This design comes from an exercise in tuning for small area, a short achievable clock period and few clock cycles per item on the open sky130 flow, not from production work.
No functional check of the RTL was part of any run shown here.

## design/flow/run.sh

```bash
#!/bin/bash
# synth_recipe.tcl (not shown) runs the flow's synth.tcl, then flattens the netlist and writes it again
# the make line also repeats each setting of config.mk as NAME=value (left out here)
make -C /OpenROAD-flow-scripts/flow DESIGN_CONFIG=/design/flow/config.mk WORK_HOME=/design/flow/orfs CLKGATE_MAP_FILE= SYNTH_SCRIPT=/design/flow/synth_recipe.tcl finish
```

## design/flow/config.mk

```make
export PLATFORM = sky130hd
export DESIGN_NAME = integer_dct_8x8_2d
export DESIGN_NICKNAME = integer_dct_8x8_2d
export VERILOG_FILES = /design/flow/design.v
export SDC_FILE = /design/flow/constraint.sdc
export NUM_CORES = 4
export LEC_CHECK = 0
export ABC_AREA = 1
export CAP_MARGIN = 20
export CORE_MARGIN = 2
export CORE_UTILIZATION = 60
export CTS_CLUSTER_DIAMETER = 60
export CTS_CLUSTER_SIZE = 25
export SETUP_SLACK_MARGIN = 3.7
export SLEW_MARGIN = 20
```

## design/flow/constraint.sdc

```tcl
create_clock -name core_clock -period 7.5 [get_ports {clk}]
set_input_delay 1.5000 -clock core_clock [delete_from_list [all_inputs] [get_ports {clk}]]
set_output_delay 1.5000 -clock core_clock [all_outputs]
set_load 0.01 [all_outputs]
```

## design/flow/design.v

```verilog
`default_nettype none
package dct2d_pkg;
  localparam int LANES    = 8;
  localparam int SAMPLE_W = 8;
  localparam int COEF_W   = 16;
endpackage
`default_nettype wire
`default_nettype none
module dct2d_front (
  input  logic        clk,
  input  logic        step,      
  input  logic        norm,      
  input  logic [2:0]  k,         
  input  logic [2:0]  ph,
  input  logic [63:0] in_row,    
  output logic [63:0] col        
);
  logic [7:1] mv;
  for (genvar i = 1; i < 8; i++) begin : g_mv
    assign mv[i] = step & (norm | (3'(i) > k));
  end
  logic [63:0] sko;               
  assign sko[7:0] = in_row[7:0];
  for (genvar c = 1; c < 8; c++) begin : g_skew
    logic [8*c-1:0] q;
    always_ff @(posedge clk) begin
      for (int i = 1; i <= c; i++) begin
        if (mv[i]) begin
          if (i == 1) q[7:0] <= in_row[8*c +: 8];
          else        q[8*(i-1) +: 8] <= q[8*(i-2) +: 8];
        end
      end
    end
    assign sko[8*c +: 8] = q[8*(c-1) +: 8];
  end
  logic [63:0] r0, r1, r2, rot;
  for (genvar r = 0; r < 8; r++) begin : g_rot
    assign r0[8*r +: 8]  = sko[8*((8 - r) % 8) +: 8];
    assign r1[8*r +: 8]  = ph[0] ? r0[8*((r + 7) % 8) +: 8] : r0[8*r +: 8];
    assign r2[8*r +: 8]  = ph[1] ? r1[8*((r + 6) % 8) +: 8] : r1[8*r +: 8];
    assign rot[8*r +: 8] = ph[2] ? r2[8*((r + 4) % 8) +: 8] : r2[8*r +: 8];
  end
  for (genvar r = 0; r < 7; r++) begin : g_deskew
    localparam int N = 7 - r;
    logic [8*N-1:0] q;
    always_ff @(posedge clk) begin
      for (int j = 1; j <= N; j++) begin
        if (mv[j + r]) begin
          if (j == 1) q[7:0] <= rot[8*r +: 8];
          else        q[8*(j-1) +: 8] <= q[8*(j-2) +: 8];
        end
      end
    end
    assign col[8*r +: 8] = q[8*(N-1) +: 8];
  end
  assign col[63:56] = rot[63:56];
endmodule
`default_nettype wire
`default_nettype none
module dct2d_queue (
  input  logic        clk,
  input  logic        adv,
  input  logic [2:0]  ph,
  input  logic [71:0] cr,      
  output logic [95:0] rin      
);
  logic signed [9:0]  s0, s1, s2, s3;
  logic signed [8:0]  d0, d1, d2, d3;
  logic signed [9:0]  e2, e3;
  logic signed [11:0] y0;
  logic signed [10:0] y2, y4, y6;
  logic signed [9:0]  p0, p1, p2, p3;
  assign s0 = $signed({1'b0, cr[0 +: 9]});
  assign s1 = $signed({1'b0, cr[9 +: 9]});
  assign s2 = $signed({1'b0, cr[18 +: 9]});
  assign s3 = $signed({1'b0, cr[27 +: 9]});
  assign d0 = cr[36 +: 9];
  assign d1 = cr[45 +: 9];
  assign d2 = cr[54 +: 9];
  assign d3 = cr[63 +: 9];
  assign e2 = s0 - s3;
  assign e3 = s1 - s2;
  assign y0 = s0 + s1 + s2 + s3;
  assign y4 = s0 + s3 - s1 - s2;
  assign p0 = ((d3 >>> 2) + d0) + ((d0 >>> 2) - (d0 >>> 4));
  assign p3 = ((d0 >>> 2) - d3) + ((d3 >>> 4) - (d3 >>> 2));
  assign p1 = (d1 + d2) - ((d2 >>> 2) + (d2 >>> 4));
  assign p2 = (d2 - d1) + ((d1 >>> 2) + (d1 >>> 4));
  logic [10:0]        l0;            
  logic [54:0]        l4;            
  logic [19:0]        er;            
  logic [39:0]        pr;            
  always_ff @(posedge clk) begin
    if (adv) begin
      l0 <= y0[10:0];
      l4 <= {l4[43:0], y4};
      er <= {e3, e2};
      pr <= {p3, p2, p1, p0};
    end
  end
  logic signed [9:0]  f2, f3;
  logic signed [9:0]  q0, q1, q2, q3;
  logic signed [10:0] y1, y7, k1, k3;
  assign f2 = er[0 +: 10];
  assign f3 = er[10 +: 10];
  assign y2 = f2 + (f2 >>> 2) + (f3 >>> 1);
  assign y6 = (f2 >>> 1) - f3 - (f3 >>> 2);
  assign q0 = pr[0 +: 10];
  assign q1 = pr[10 +: 10];
  assign q2 = pr[20 +: 10];
  assign q3 = pr[30 +: 10];
  assign y1 = q0 + q1;
  assign k1 = q0 - q1;
  assign y7 = q2 + q3;
  assign k3 = q2 - q3;
  logic [10:0] l1;                   
  logic [21:0] l2;                   
  logic [65:0] l6;                   
  logic [76:0] l7;                   
  logic [21:0] kr;
  always_ff @(posedge clk) begin
    if (adv) begin
      l1 <= y1;
      l2 <= {l2[10:0], y2};
      l6 <= {l6[54:0], y6};
      l7 <= {l7[65:0], y7};
      kr <= {k3, k1};
    end
  end
  logic signed [10:0] kk1, kk3;
  logic signed [11:0] y3, y5;
  assign kk1 = kr[0 +: 11];
  assign kk3 = kr[11 +: 11];
  assign y3  = kk1 - kk3;
  assign y5  = kk1 + kk3;
  logic [23:0] l3;                   
  logic [47:0] l5;                   
  always_ff @(posedge clk) begin
    if (adv) begin
      l3 <= {l3[11:0], y3};
      l5 <= {l5[35:0], y5};
    end
  end
  logic [95:0] skq;
  assign skq[0 +: 12]  = {1'b0, l0};
  assign skq[12 +: 12] = {l1[10], l1};
  assign skq[24 +: 12] = {l2[21], l2[11 +: 11]};
  assign skq[36 +: 12] = l3[12 +: 12];
  assign skq[48 +: 12] = {l4[54], l4[44 +: 11]};
  assign skq[60 +: 12] = l5[36 +: 12];
  assign skq[72 +: 12] = {l6[65], l6[55 +: 11]};
  assign skq[84 +: 12] = {l7[76], l7[66 +: 11]};
  logic [2:0]  rs;
  logic [95:0] r0, r1, r2;
  assign rs = ph - 3'd1;
  for (genvar c = 0; c < 8; c++) begin : g_rot
    assign r0[12*c +: 12]  = skq[12*(7 - c) +: 12];
    assign r1[12*c +: 12]  = rs[0] ? r0[12*((c + 7) % 8) +: 12] : r0[12*c +: 12];
    assign r2[12*c +: 12]  = rs[1] ? r1[12*((c + 6) % 8) +: 12] : r1[12*c +: 12];
    assign rin[12*c +: 12] = rs[2] ? r2[12*((c + 4) % 8) +: 12] : r2[12*c +: 12];
  end
endmodule
`default_nettype wire
`default_nettype none
module dct2d_back (
  input  logic         clk,
  input  logic         adv,
  input  logic [95:0]  rin,     
  output logic [127:0] y        
);
  typedef logic signed [12:0] w13_t;
  typedef logic signed [13:0] w14_t;
  typedef logic signed [14:0] w15_t;
  logic [83:0] dl0;
  logic [59:0] dl1;
  logic [35:0] dl2;
  logic [11:0] dl3;
  always_ff @(posedge clk) begin
    if (adv) begin
      dl0 <= {dl0[71:0], rin[0 +: 12]};
      dl1 <= {dl1[47:0], rin[12 +: 12]};
      dl2 <= {dl2[23:0], rin[24 +: 12]};
      dl3 <= rin[36 +: 12];
    end
  end
  logic signed [11:0] x0, x1, x2, x3, x4, x5, x6, x7;
  assign x0 = dl0[72 +: 12];
  assign x1 = dl1[48 +: 12];
  assign x2 = dl2[24 +: 12];
  assign x3 = dl3;
  assign x4 = rin[48 +: 12];
  assign x5 = rin[60 +: 12];
  assign x6 = rin[72 +: 12];
  assign x7 = rin[84 +: 12];
  w13_t s3n, d3n, s2n, d2n, s1n, d1n;
  assign s3n = x3 + x4;
  assign d3n = x3 - x4;
  assign s2n = x2 + x5;
  assign d2n = x2 - x5;
  assign s1n = x1 + x6;
  assign d1n = x1 - x6;
  logic signed [12:0] d3c;
  logic signed [13:0] h3c;
  assign d3c = sd3c[13 +: 13];
  assign h3c = (d3c >>> 4) - d3c - (d3c >>> 2);
  logic [25:0] sd3a, sd3b, sd3c, sd2a, sd2b, sd1;
  logic [37:0] sd3d;                 
  always_ff @(posedge clk) begin
    if (adv) begin
      sd3a <= {d3n, s3n};
      sd3b <= sd3a;
      sd3c <= sd3b;
      sd3d <= {d3c[12:2], h3c, sd3c[12:0]};
      sd2a <= {d2n, s2n};
      sd2b <= sd2a;
      sd1  <= {d1n, s1n};
    end
  end
  w13_t s1, d1, s2, d2, s0n, d0n;
  assign s1  = sd1[0 +: 13];
  assign d1  = sd1[13 +: 13];
  assign s2  = sd2b[0 +: 13];
  assign d2  = sd2b[13 +: 13];
  assign s0n = x0 + x7;
  assign d0n = x0 - x7;
  w14_t e1n, e3n, p1n, p2n;
  assign e1n = s1 + s2;
  assign e3n = s1 - s2;
  assign p1n = (d1 + d2) - ((d2 >>> 2) + (d2 >>> 4));
  assign p2n = (d2 - d1) + ((d1 >>> 2) + (d1 >>> 4));
  logic [25:0] sd0;
  logic [55:0] ep1;
  always_ff @(posedge clk) begin
    if (adv) begin
      sd0 <= {d0n, s0n};
      ep1 <= {p2n, p1n, e3n, e1n};
    end
  end
  typedef logic signed [15:0] w16_t;
  w13_t s0, d0, s3;
  w14_t h3;
  logic signed [10:0] t3;
  w14_t p1a, p2a;
  assign s0  = sd0[0 +: 13];
  assign d0  = sd0[13 +: 13];
  assign s3  = sd3d[0 +: 13];
  assign h3  = sd3d[13 +: 14];
  assign t3  = sd3d[27 +: 11];
  assign p1a = ep1[28 +: 14];
  assign p2a = ep1[42 +: 14];
  w14_t e0n, e2n, g0n, p3n;
  w16_t nn, kkn, mn;
  assign e0n = s0 + s3;
  assign e2n = s0 - s3;
  assign g0n = d0 + (d0 >>> 2) - (d0 >>> 4);
  assign p3n = (d0 >>> 2) + h3;
  assign nn  = t3 + p1a;
  assign kkn = t3 - p1a - p2a;
  assign mn  = t3 - p1a + p2a;
  logic [55:0] er;                   
  logic [41:0] gpr;                  
  logic [47:0] nkm;                  
  always_ff @(posedge clk) begin
    if (adv) begin
      er  <= {ep1[14 +: 14], e2n, ep1[0 +: 14], e0n};
      gpr <= {p3n, p2a, g0n};
      nkm <= {mn, kkn, nn};
    end
  end
  w14_t e0, e1, e2, e3, g0, p2, p3;
  w16_t n, kk, m;
  assign e0 = er[0 +: 14];
  assign e1 = er[14 +: 14];
  assign e2 = er[28 +: 14];
  assign e3 = er[42 +: 14];
  assign g0 = gpr[0 +: 14];
  assign p2 = gpr[14 +: 14];
  assign p3 = gpr[28 +: 14];
  assign n  = nkm[0 +: 16];
  assign kk = nkm[16 +: 16];
  assign m  = nkm[32 +: 16];
  w15_t o0, o1, o2, o3, o4, o5, o6, o7;
  assign o0 = e0 + e1;
  assign o4 = e0 - e1;
  assign o2 = e2 + (e2 >>> 2) + (e3 >>> 1);
  assign o6 = (e2 >>> 1) - e3 - (e3 >>> 2);
  assign o1 = g0 + n;
  assign o7 = p2 + p3;
  assign o3 = g0 + p3 + kk;
  assign o5 = g0 + m - p3;
  assign y = {o7[14], o7, o6[14], o6, o5[14], o5, o4[14], o4,
              o3[14], o3, o2[14], o2, o1[14], o1, o0[14], o0};
endmodule
`default_nettype wire
`default_nettype none
module integer_dct_8x8_2d (
  input  logic                                clk,
  input  logic                                rst_n,
  input  logic                                in_valid,
  output logic                                in_stall,
  input  logic [dct2d_pkg::SAMPLE_W-1:0]      in_sample_0,
  input  logic [dct2d_pkg::SAMPLE_W-1:0]      in_sample_1,
  input  logic [dct2d_pkg::SAMPLE_W-1:0]      in_sample_2,
  input  logic [dct2d_pkg::SAMPLE_W-1:0]      in_sample_3,
  input  logic [dct2d_pkg::SAMPLE_W-1:0]      in_sample_4,
  input  logic [dct2d_pkg::SAMPLE_W-1:0]      in_sample_5,
  input  logic [dct2d_pkg::SAMPLE_W-1:0]      in_sample_6,
  input  logic [dct2d_pkg::SAMPLE_W-1:0]      in_sample_7,
  output logic                                out_valid,
  input  logic                                out_stall,
  output logic signed [dct2d_pkg::COEF_W-1:0] out_coef_0,
  output logic signed [dct2d_pkg::COEF_W-1:0] out_coef_1,
  output logic signed [dct2d_pkg::COEF_W-1:0] out_coef_2,
  output logic signed [dct2d_pkg::COEF_W-1:0] out_coef_3,
  output logic signed [dct2d_pkg::COEF_W-1:0] out_coef_4,
  output logic signed [dct2d_pkg::COEF_W-1:0] out_coef_5,
  output logic signed [dct2d_pkg::COEF_W-1:0] out_coef_6,
  output logic signed [dct2d_pkg::COEF_W-1:0] out_coef_7,
  output logic                                out_last_row
);
  logic [2:0]  ph;        
  logic [2:0]  wr;        
  logic        in_v;      
  logic        in_vb;     
  logic [63:0] in_row_r;
  logic [63:0] in_row_b;
  logic [63:0] in_row;
  logic        bub_on;    
  logic [2:0]  bub_cnt;   
  logic        col_on;    
  logic [2:0]  col_cnt;
  logic        adv;
  logic        pending;
  logic        bub;
  logic        step;
  logic        nstep;
  logic        cv;
  logic        accept;    
  logic        load_r;    
  logic [10:0] vl;        
  logic        in_v_n, in_vb_n, bub_on_n, col_on_n, pending_n;
  logic [2:0]  bub_cnt_n, col_cnt_n;
  logic [10:0] vl_n;
  assign in_row  = {in_sample_7, in_sample_6, in_sample_5, in_sample_4,
                    in_sample_3, in_sample_2, in_sample_1, in_sample_0};
  assign adv     = ~out_valid | ~out_stall;
  assign pending = col_on | (|vl);
  assign bub     = bub_on | (~in_v & pending);
  assign step    = adv & (in_v | bub);
  assign nstep   = step & in_v;
  assign cv      = (nstep & (wr == 3'd7)) | (step & col_on);
  assign accept  = in_valid & ~in_stall;
  assign load_r  = nstep | ~in_v;
  always_comb begin
    if (load_r) begin
      in_v_n  = in_vb | accept;
      in_vb_n = 1'b0;
    end else begin
      in_v_n  = 1'b1;
      in_vb_n = in_vb | accept;
    end
    bub_on_n  = bub_on;
    bub_cnt_n = bub_cnt;
    if (step && bub) begin
      bub_cnt_n = bub_cnt + 3'd1;
      bub_on_n  = (bub_cnt != 3'd7);
    end
    col_on_n  = col_on;
    col_cnt_n = col_cnt;
    if (nstep && wr == 3'd7) begin
      col_on_n  = 1'b1;
      col_cnt_n = 3'd1;
    end else if (step && col_on) begin
      col_cnt_n = col_cnt + 3'd1;
      col_on_n  = (col_cnt != 3'd7);
    end
    vl_n = step ? {vl[9:0], cv} : vl;
    pending_n = col_on_n | (|vl_n);
  end
  always_ff @(posedge clk) begin
    if (!rst_n) begin
      ph       <= '0;
      wr       <= '0;
      in_v     <= 1'b0;
      in_vb    <= 1'b0;
      bub_on   <= 1'b0;
      bub_cnt  <= '0;
      col_on   <= 1'b0;
      col_cnt  <= '0;
      vl       <= '0;
      in_stall <= 1'b0;
    end else begin
      in_v    <= in_v_n;
      in_vb   <= in_vb_n;
      bub_on  <= bub_on_n;
      bub_cnt <= bub_cnt_n;
      col_on  <= col_on_n;
      col_cnt <= col_cnt_n;
      vl      <= vl_n;
      in_stall <= bub_on_n | (~in_v_n & pending_n) | in_vb_n;
      if (step) begin
        ph <= ph + 3'd1;
      end
      if (nstep) begin
        wr <= wr + 3'd1;
      end
    end
  end
  always_ff @(posedge clk) begin
    if (load_r) begin
      in_row_r <= in_vb ? in_row_b : in_row;
    end
    if (!load_r && !in_vb) begin
      in_row_b <= in_row;
    end
  end
  logic [63:0] col;
  dct2d_front u_front (
    .clk    (clk),
    .step   (step),
    .norm   (in_v),
    .k      (wr),
    .ph     (ph),
    .in_row (in_row_r),
    .col    (col)
  );
  logic [71:0] crn;
  logic [71:0] cr;
  for (genvar i = 0; i < 4; i++) begin : g_sd
    assign crn[9*i +: 9]      = {1'b0, col[8*i +: 8]} + {1'b0, col[8*(7-i) +: 8]};
    assign crn[36 + 9*i +: 9] = {1'b0, col[8*i +: 8]} - {1'b0, col[8*(7-i) +: 8]};
  end
  always_ff @(posedge clk) begin
    if (step) begin
      cr <= crn;
    end
  end
  logic [95:0] rin;
  dct2d_queue u_cq (
    .clk (clk),
    .adv (step),
    .ph  (ph + 3'd1),
    .cr  (cr),
    .rin (rin)
  );
  logic [127:0] ycoef;
  dct2d_back u_rp (
    .clk (clk),
    .adv (step),
    .rin (rin),
    .y   (ycoef)
  );
  logic         rv;        
  logic         rlast;
  logic [120:0] rrow;      
  logic [120:0] oreg;
  assign rv    = step & vl[10];
  assign rlast = (ph == 3'd1);
  for (genvar j = 0; j < 8; j++) begin : g_orow
    assign rrow[15*j +: 15] = ycoef[16*j +: 15];
  end
  assign rrow[120] = rlast;
  always_ff @(posedge clk) begin
    if (!rst_n) begin
      out_valid <= 1'b0;
    end else if (adv) begin
      out_valid <= rv;
    end
  end
  always_ff @(posedge clk) begin
    if (rv) begin
      oreg <= rrow;
    end
  end
  assign out_coef_0   = {oreg[14],  oreg[0 +: 15]};
  assign out_coef_1   = {oreg[29],  oreg[15 +: 15]};
  assign out_coef_2   = {oreg[44],  oreg[30 +: 15]};
  assign out_coef_3   = {oreg[59],  oreg[45 +: 15]};
  assign out_coef_4   = {oreg[74],  oreg[60 +: 15]};
  assign out_coef_5   = {oreg[89],  oreg[75 +: 15]};
  assign out_coef_6   = {oreg[104], oreg[90 +: 15]};
  assign out_coef_7   = {oreg[119], oreg[105 +: 15]};
  assign out_last_row = oreg[120];
endmodule
`default_nettype wire
```

==> results by group, run 1 <==
Run status
  – Status: finished clean

Clocking
  – # clock sinks: 1784
  – CTS tree: yes
  – CTS root buf: clkbuf_16
  – Max Root-Sink Buffers: 3
  – H-tree depth: 4
  – Later-pin clock latency in the skew report: 800 ps
  – Clock transition at path regs: 90 ps
  – Clock buffers created by TritonCTS: 136
  – Cts hold-fix bufs: 0

Global routing
  – First-pass GRT wire length: 329000 um
  – Vias in the first global route: 57100
  – GR Overflow Total: 0
  – Total GRT Usage: 0.276
  – Initial antenna violation count: 8
  – Largest net degree at the start of global routing: 136

Route
  – WL final: 220000 um
  – DR DRC count: 0
  – Via Count: 58400
  – DR iter-0 viols: 4279
  – Drt first pass iters: 6
  – Via density: 5.54
  – Top layer reached by signal wires: met5
  – Met2 WL: 113000 um
  – Routed wl met3: 8340 um
  – Wire per inst: 20.8 um
  – Post-DRT Antenna Nets: 0
  – Wl on met1: 84300 um

Yosys
  – Mean Syn Cell Area: 11.4 um2
  – Syn Std Cell Area: 93100 um2
  – Distinct cells, synth: 56
  – Simple-gate portion of the synthesized area: 0.0924
  – Count of state elements after synthesis: 1784
  – Post-synthesis mux area share: 0.000645
  – Synthesized instance count: 8146
  – Complex-gate fraction of the synthesized area: 0.0835
  – Yosys warns: 4
  – Fraction of the yosys area taken by sequential cells: 0.572
  – Post-Synth XOR/XNOR Area: 0.0525
  – Largest family of logic cells by synthesized area: adder cells
  – Adder and majority gate portion of the synthesized area: 0.141
  – Net Count, Synth: 9132

Timing
  – Final hold violation count: 0
  – Final setup violation count: 0
  – Max Slew Vio Count: 0
  – Relative slew slack: 0.303
  – Hold_ws: 389 ps
  – Tmin final: 3710 ps
  – Worst Clk Skew: 53.5 ps
  – PnR worst setup slack: 3790 ps
  – RSZ-0062 raised after global routing: true
  – Fin crit share: 0.494
  – Max Clock Freq: 270 MHz
  – Setup_tns: 0 ps
  – Tightest Pin Transition: 1050 ps

Critical path
  – Crit path to: u_rp.ep1[40]
  – Worst r2r path cells: 15
  – Data arrival time of the critical path: 4300 ps
  – Setup crit start: u_rp.sd2b[15]
  – Reg2Reg Setup Slack: 3790 ps
  – Critical register-to-register path endpoint: u_rp.ep1[40]
  – Req. time, crit path: 8090 ps
  – R2R Path Start: u_rp.sd2b[15]
  – Worst-path maximum fanout: 5
  – Crit path launch type: flop
  – WS Path Type: flop to flop
  – CP Capture Type: flop

Floorplan
  – FP Rows: 144
  – Die ar.: 158000 um2
  – Initial core utilization: 0.604
  – Die height: 398 um
  – Top Ports: 199
  – Die width: 398 um
  – Core ar.: 154000 um2

Cells and area
  – Fill count: 11500
  – Nets: 9365
  – Post-route cell area: 104000 um2
  – Area grow syn2layout: 11.2%
  – Proportion of layout cells with a drive suffix above 1: 0.0636

Placement
  – Final HPWL DP: 168000 um
  – Post-DP Area: 97200 um2
  – Gpl congestion: 0.963
  – IO Port Bufs: 198
  – Place WS: 2280 ps

Min path
  – Worst min path class: flop to flop

Flow run
  – MaxCap Viol Count: 0
-- state kept, by name (all words and copies together) (netlist names), 66 cells and up --
name                flops
u_rp.dl0               84
u_front.g_deskew.q    224
u_front.g_skew.q      224
cr                     68
oreg                  119
u_cq.l7                77
u_cq.l6                66
-- layer usage --
metal | vias up | GRT usage
met2 | 1471 | 0.498
met1 | 28200 | 0.321
met5 | - | 0
met3 | 432 | 0.0302
li1 | 28200 | -
met4 | 4 | 0.152
-- logic make-up after synthesis --
logic type | count (synthesis)
AND/OR/NAND/NOR | 2130
flip-flops | 1784
XOR/XNOR | 558
AO/OA/AOI/OAI | 1381
adder cells (fa/ha/maj) | 918
multiplexers | 6
buffers and inverters | 1369
-- timing repair --
item / 4_1_cts / 5_1_grt
gates resized for setup: 62 / 131
pin swaps: 8 / 23
gates cloned: 4 / 2
setup buffers: 23 / 33
hold endpoints to repair: 0 / 0
endpoints found under the setup margin: 238 / 111
-- cell usage after synthesis, drive strengths merged --
cell,count,area (um2)
dfxtp,29,581
clkbuf,77,299
ha,700,8760
o31ai,32,278
a21boi,10,86.3
inv,1163,4370
nand4,41,263
clkinv,1,3.75
xor2,447,3920
nand3b,6,45.0
a221oi,15,131
edfxtp,1755,52700
o2111ai,29,254
a31oi,42,275
fa,218,4360
nor2,264,996
o21ai,606,3120
mux2i,6,60.1
nand2,1495,5630
a31o,2,17.5
o21bai,40,300
a22o,6,52.6
a21o,35,263
o211ai,9,67.6
o311ai,7,61.3
xnor2,111,972
nor3,64,330
o221ai,5,43.8
a21oi,515,2610
nand3,230,1150
o21a,20,150
a211oi,8,65.1
or2,7,43.8
buf,128,717
nor4,23,144
-- worst min path at each step --
| stage | endpoint | startpoint | slack (ps) | depth (start not counted) |
|---|---|---|---|---|
| after floorplan | u_cq.l2[11] | u_cq.l2[0] | 400 | 0 |
| after global placement | u_rp.dl0[77] | u_rp.dl0[65] | 400 | 0 |
| after detailed placement | u_cq.l4[38] | u_cq.l4[27] | 400 | 0 |
| after CTS | u_rp.dl2[29] | u_rp.dl2[17] | 390 | 0 |
| after global routing | u_rp.dl2[29] | u_rp.dl2[17] | 400 | 0 |
| final | u_rp.dl2[29] | u_rp.dl2[17] | 390 | 0 |
-- per-stage QoR --
step,utilization,instances
after global placement,0.631,10200
final,0.672,10500
after CTS,0.667,10500
after global routing,0.672,10500
after floorplan,-,8146
after detailed placement,0.631,10200
-- cell usage in the layout (no fill, tap or decap), types with 35 or more instances in the layout --
cell,Yosys,layout
edfxtp_1,1755,1755
nand2_1,1491,1487
inv_1,1143,1132
ha_1,700,664
a21oi_1,506,491
o21ai_0,504,470
xor2_1,447,436
nor2_1,262,252
nand3_1,230,229
fa_1,218,215
clkdlybuf4s50_1,0,198
clkbuf_16,0,141
xnor2_1,111,110
o21ai_1,79,99
buf_4,22,77
nor3_1,62,58
nand4_1,40,40
o21bai_1,40,39
a31oi_1,40,37
o21ai_2,23,37
a21o_1,35,35
-- layout make-up --
class	count	area, um2	area share
inverter	1164	4430	0.0427
timing repair inverter	2	35.0	0.000338
clock buffer	142	3490	0.0337
sequential	1784	53300	0.514
multi-input combinational	4995	35200	0.340
tap	2044	2560	0.0247
timing repair buffer	296	3000	0.0290
clock inverter	101	1540	0.0149
antenna	3	7.51	0.0000725
-- worst max-delay path: stages (launching register included) --
cell,delay [ps]
edfxtp_1,480
ha_2,270
fa_1,420
nand3_1,100
nand2_1,110
nand4_1,90
o211ai_1,140
a21o_1,190
a21oi_1,150
fa_1,450
ha_2,420
nand2_1,90
nor2_1,130
nand4_1,120
o2111ai_1,100
xor2_1,260
==> inputs of run 2 (changes only) <==
--- a/design/flow/config.mk
+++ b/design/flow/config.mk
@@ -11,5 +11,5 @@
 export CORE_UTILIZATION = 60
 export CTS_CLUSTER_DIAMETER = 60
 export CTS_CLUSTER_SIZE = 25
-export SETUP_SLACK_MARGIN = 3.7
+export SETUP_SLACK_MARGIN = 3.95
 export SLEW_MARGIN = 20
==> run 2 against run 1 <==
  * Die area is the same
  * Synthesized cell count is the same
  * Area after synthesis is the same
  * Setup slack gained 55 ps
  * Worst hold slack gained 1.3 ps
  * Critical endpoint is now u_rp.ep1[53]
  * Still clean
==> results by group, run 2 <==
Run status
  – Status: finished clean

Critical path
  – Req. time, crit path: 8070 ps
  – Cell Chain, Critical Path: ha_2 > fa_2 > a21oi_2 > o21ai_2 > nand2_1 > a21oi_1 > nor2_1 > xor2_1 > inv_1 > fa_1 > ha_4 > nand2_2 > nand2_2 > a31oi_1 > nand2_2 > a21oi_4 > o21ai_2 > xor2_1
  – Data arrival time of the critical path: 4220 ps
  – Max stage delay on crit path: 550 ps
  – Reg2Reg Setup Slack: 3850 ps
  – Worst-path maximum fanout: 5
  – Setup crit start: u_rp.sd1[15]
  – CP max stage cell: edfxtp_1
  – R2R Path Start: u_rp.sd1[15]
  – Worst r2r path cells: 18
  – CP Capture Type: flop
  – Critical register-to-register path endpoint: u_rp.ep1[53]
  – WS Path Type: flop to flop
  – Most Frequent Cell on Critical Path: nand2_2
  – Crit path launch type: flop

Floorplan
  – Die height: 398 um
  – FP Rows: 144
  – Die width: 398 um
  – Core ar.: 154000 um2
  – Top Ports: 199
  – Initial core utilization: 0.604
  – Die ar.: 158000 um2

Global routing
  – Vias in the first global route: 57600
  – Largest net degree at the start of global routing: 136
  – Total GRT Usage: 0.279
  – First-pass GRT wire length: 332000 um
  – Initial antenna violation count: 5
  – GR Overflow Total: 0

Timing
  – Max Slew Vio Count: 0
  – Worst Clk Skew: 54.0 ps
  – PnR worst setup slack: 3850 ps
  – Final setup violation count: 0
  – Relative slew slack: 0.305
  – Max Clock Freq: 274 MHz
  – Final hold violation count: 0
  – Tmin final: 3650 ps
  – RSZ-0062 raised after global routing: true
  – Setup_tns: 0 ps
  – Tightest Pin Transition: 1040 ps
  – Fin crit share: 0.487
  – Hold_ws: 390 ps

Route
  – DR DRC count: 0
  – Wire per inst: 21.1 um
  – Drt first pass iters: 6
  – Via density: 5.55
  – DR iter-0 viols: 4462
  – Via Count: 59000
  – WL final: 224000 um
  – Post-DRT Antenna Nets: 0

Clocking
  – CTS root buf: clkbuf_16
  – Later-pin clock latency in the skew report: 810 ps
  – # clock sinks: 1784
  – Clock buffers created by TritonCTS: 136
  – Max Root-Sink Buffers: 3
  – CTS tree: yes
  – Clock transition at path regs: 100 ps
  – H-tree depth: 4

Min path
  – Hold path depth: 0
  – Worst min path class: flop to flop
  – Hold_sp: u_rp.dl2[17]
  – Worst hold endpoint: u_rp.dl2[29]

Cells and area
  – Final cell utilization of the core: 0.686
  – Biggest regs: u_front.g_deskew.q (224), u_front.g_skew.q (224), oreg (119)
  – Nets: 9462
  – Proportion of layout cells with a drive suffix above 1: 0.0985
  – Area grow syn2layout: 13.6%
  – Non-Filler Instances: 10600
  – Diode count: 0
  – Commonest cells after routing, fill and taps aside: edfxtp_1, nand2_1, inv_1
  – Post-route cell area: 106000 um2
  – Commonest non-fill, non-tap cell in the layout: edfxtp_1

Yosys
  – Synth area leader: edfxtp_1
  – Synth Flop Type: edfxtp_1
  – Count of state elements after synthesis: 1784
  – Yosys warns: 4
  – Net Count, Synth: 9132
  – Post-synth EDFFs: 1755
  – Distinct cells, synth: 56
  – Synthesized instance count: 8146
  – Synth area leaders: edfxtp_1, ha_1, nand2_1
  – Post-synth top cells: edfxtp_1, nand2_1, inv_1, ha_1, a21oi_1
  – Share of the synthesized area in the top cell type: 0.566
  – Fraction of the yosys area taken by sequential cells: 0.572
  – Async set or reset register ratio after synthesis: 0
  – Syn Std Cell Area: 93100 um2
  – Mean Syn Cell Area: 11.4 um2
  – Most frequent cell after synthesis: edfxtp_1

Placement
  – IO Port Bufs: 198
  – Final HPWL DP: 168000 um
  – Place WS: 2280 ps
  – Gpl congestion: 0.963
  – Post-DP Area: 97200 um2
  – Cells after DPL: 10200

Flow run
  – MaxCap Viol Count: 0
run 2: cell counts after synthesis:
Identical to the previous run, type by type.
run 2: critical path: cells and delay by family (launching register included):
kind                     cells  cell delay [ps]
buffers and inverters        1               70
flip-flops                   1              550
AND/OR/NAND/NOR              5              440
XOR/XNOR                     2              290
AO/OA/AOI/OAI                6              690
adder cells (fa/ha/maj)      4             1390
run 2: how the worst max path moves through the flow:
stage | to | slack (ps) | cells after the start
floorplan | cr[10] | -10670 | 4
global placement | u_rp.sd2a[10] | 2320 | 16
detailed placement | u_rp.sd2a[10] | 2280 | 14
CTS | u_rp.ep1[53] | 3900 | 18
global route | u_cq.pr[39] | 3720 | 16
finish | u_rp.ep1[53] | 3850 | 18
run 2: timing repair:
item,CTS,global route
pin swaps,39,127
endpoints found under the setup margin,988,554
gates resized for setup,177,348
setup buffers,65,81
gates cloned,7,6
hold buffers,0,0
run 2: cell type report:
type	count	area (um2)
sequential	1784	53300
tap	2044	2560
clock inverter	101	1540
inverter	1164	4450
timing repair inverter	3	43.8
timing repair buffer	391	3870
clock buffer	142	3490
multi-input combinational	4996	36500
fill	11200	48300
run 2: kinds of logic after synthesis:
| logic type | count (synthesis) | synth area share |
|---|---|---|
| simple gates | 2130 | 0.0924 |
| flops | 1784 | 0.572 |
| compound gates | 1381 | 0.0835 |
| buf+inv | 1369 | 0.0579 |
| fa+ha+maj | 918 | 0.141 |
| xor+xnor | 558 | 0.0525 |
| mux | 6 | 0.000645 |
run 2: per-layer routing:
| layer | global-route usage | share of wire | vias up |
|---|---|---|---|
| li1 | - | - | 28400 |
| met1 | 0.324 | 0.38 | 28600 |
| met4 | 0.163 | 0.067 | 2 |
| met3 | 0.0308 | 0.038 | 471 |
| met2 | 0.499 | 0.51 | 1540 |
| met5 | 0 | 0.000045 | - |

-- static timing again, ports no longer ideal --
The flow's constraints put no driver on any port. The routed layouts listed below were extracted and timed again, unchanged, in two steps.
Step 1 sets driving cells, clkbuf_16 on the clock port and buf_2 on the other inputs (assumed; they add their load-dependent delay and slew).
Step 2 also shifts input and output timing later by t, the mid clock arrival at the registers, as if the neighbouring blocks saw the same clock.
Three values: no drivers, after step 1, after step 2; two values: the first two.
run | t, ns | setup WS [ns] | latest minus earliest clock arrival (ns)
run 1 | 0.863 | 3.795 / 3.795 / 3.004 | 0.055 / 0.054
run 2 | 0.867 | 3.849 / 3.849 / 3.211 | 0.055 / 0.055
After both steps setup and hold are still met in every run listed. For run 1, which loses most, drivers alone change the setup slack by 0.000 ns; drivers and shift together by -0.791 ns.
